This is an optimization exercise on Yosys and OpenROAD, whose aim is small area and a short achievable clock period, not a production implementation.
Only simulation tests tie the RTL to the original design; equivalence was not proved.
Power is estimated from default activity; no workload was simulated.

## exp/tundra
// cpuTop
module cpuTop (
  input  wire logic                          clk,
  input  wire logic                          arstN,
  input  wire logic [cpuPkg::instWidth-1:0]  inst,
  input  wire logic                          instValid,
  output logic                               resultValid,
  output logic      [cpuPkg::dataWidth-1:0]  result,
  output logic                               overflow,
  output logic                               illegal
);
  logic [cpuPkg::selCount-1:0] resSel;
  logic useImm, regWrite, destIsRd, memWrite, illegalOp, ovfAdd, ovfSub;
  instDecoder dec (
    .inst(inst), .resSel(resSel), .useImm(useImm), .regWrite(regWrite),
    .destIsRd(destIsRd), .memWrite(memWrite), .illegalOp(illegalOp),
    .ovfAdd(ovfAdd), .ovfSub(ovfSub)
  );
  execStage exec (
    .clk(clk), .arstN(arstN), .inst(inst), .instValid(instValid),
    .resSel(resSel), .useImm(useImm), .regWrite(regWrite),
    .destIsRd(destIsRd), .memWrite(memWrite), .illegalOp(illegalOp),
    .ovfAdd(ovfAdd), .ovfSub(ovfSub),
    .resultValid(resultValid), .result(result),
    .overflow(overflow), .illegal(illegal)
  );
endmodule
For scale: ~4000 cells after synthesis, ~54 I/O pins, roughly 0.059 mm² of cells after synthesis.
Settings: LEC_CHECK=0, CAP_MARGIN=20, CORE_MARGIN=2, CORE_UTILIZATION=30, CTS_CLUSTER_DIAMETER=100, CTS_CLUSTER_SIZE=26, GPL_ROUTABILITY_DRIVEN=0, PLACE_DENSITY=0.6, SETUP_SLACK_MARGIN=5, SLEW_MARGIN=20; clock period 8.5 ns.
standard.sh (not shown) runs the stock make flow with config.mk's settings and CLKGATE_MAP_FILE= SYNTH_SCRIPT=/design/flow/synth_recipe.tcl, a recipe that flattens the netlist after the stock synthesis.
==> flow/flow/run.sh <==
#!/bin/bash
# The standard layout (standard.sh, ORFS on the standard flow's config) with two changes:
# the port buffers are buf_4 cells rather than buffer_ports' default pick
# (a slow delay buffer that the timing repair, held to the same footprint,
# could not replace), and the timing repair may change a cell's footprint.
# make's output goes to make_finish.log here; ORFS keeps each step's log
# under orfs/logs.
set -euo pipefail
export BUFFER_PORTS_ARGS="-buffer_cell sky130_fd_sc_hd__buf_4"
bash standard.sh MATCH_CELL_FOOTPRINT=0 finish > make_finish.log 2>&1
exp/tundra completed every stage of the flow, and the final layout passed the timing, design-rule and antenna checks.
diff inputs: exp/tundra => exp/garnet
- PLACE_DENSITY: 0.6 -> 0.55
- GPL_ROUTABILITY_DRIVEN: 0 -> unset
==> comparison <==
Half-perimeter wire length after detailed placement in exp/garnet is about 4.5% higher than in exp/tundra. Sort exp/tundra and exp/garnet by area growth from synthesis to final layout, ascending, and exp/garnet comes first. Required time at the worst-slack endpoint: exp/garnet vs exp/tundra — no meaningful difference.
Input-level comparison between exp/maple and exp/garnet:
- CTS_CLUSTER_DIAMETER now 80, was 100
- CTS_CLUSTER_SIZE now 22, was 26
Results
exp/garnet and exp/maple ended up with nearly the same placement row count. The utilization of the core after routing in exp/maple was higher than what exp/garnet gave. exp/maple closes out successfully: all stages finished, all timing, DRC and antenna checks passed. Against exp/garnet, exp/maple comes in 3.4 points higher on worst slew slack as a fraction of its limit. A start point of the critical path of exec.bAMem$_DFF_P_ is what exp/maple shows, while exec.bAAlu$_DFF_P_ belongs to exp/garnet. Taking exp/garnet as the reference, in exp/maple via count of the first global-routing pass up 204; wire length flat; largest stage delay on the critical path down 50 ps; total buffers and inverters traversed by the critical path up 2. exp/maple ended up with a lower power of the combinational group than exp/garnet did. Total power of exp/maple is higher than that of exp/garnet.
Input-level comparison between exp/zinc and exp/maple:
- removing PLACE_DENSITY (formerly 0.55)
- changing CORE_UTILIZATION from 30 to 35
==> notes.md <==
Path type of the worst setup path = reg2reg: exp/maple; path type of the worst setup path = in2reg: exp/zinc
Taking exp/maple as the reference, in exp/zinc sum of net half-perimeters after detailed placement went down; global routing usage on met2 went up; critical path depth went down; starting density of the core went up; sequential cell area did not really move.
exp/zinc vs exp/maple: share of total power consumed by net switching down

* * *

Starting RTL as in the previous note.
clock: 8.5 ns
lec_check: 0
cap_margin: 20
core_margin: 2
core_utilization: 35
cts_cluster_diameter: 100
cts_cluster_size: 26
setup_slack_margin: 5
slew_margin: 20
Scripts as last shown in full above: flow/flow/run.sh
The baseline completed without violations.
Rerun with:
- CTS_CLUSTER_DIAMETER: 100 -> 80
- CTS_CLUSTER_SIZE: 26 -> 22
- GPL_ROUTABILITY_DRIVEN: default -> 0
- PLACE_DENSITY: default -> 0.7
Result: Combinational power drops by a few percent; total power climbs slightly; final area barely changes; worst setup slack loses 0.029 ns; utilization drops by 0.10 points; routed wire length drops by a few percent; via count climbs slightly; area after synthesis does not change; flip-flop and latch count is unchanged.

## separate check: timing with driven ports
How much do the figures lean on ideal ports? The routed layouts below were timed once more, with nothing changed but the port constraints.
Step 1 assumes that a clkbuf_16 drives the clock port and a buf_2 every other input.
Step 2 also shifts input and output timing later by t, the mid clock arrival at the registers, as if the neighbouring blocks saw the same clock.
Slacks: no drivers / after step 1 / after step 2; pairs: no drivers / after step 1.
run | t, ns | setup WS [ns] | slew at the worst register clock pin (ns)
exp/tundra | 0.788 | 4.938 / 4.914 / 4.259 | 0.11 / 0.11
exp/garnet | 0.787 | 4.952 / 4.934 / 4.300 | 0.11 / 0.11
exp/maple | 0.802 | 4.996 / 4.958 / 4.306 | 0.10 / 0.10
exp/zinc | 0.782 | 4.966 / 4.943 / 4.232 | 0.10 / 0.10
the first run of note 2 | 0.786 | 4.942 / 4.942 / 4.224 | 0.11 / 0.11
the second run of note 2 | 0.778 | 4.913 / 4.913 / 4.289 | 0.10 / 0.10
After both steps setup and hold are still met in every run listed. The setup slack of exp/zinc, which loses most, moves by -0.023 ns with the drivers and by -0.734 ns with both steps.
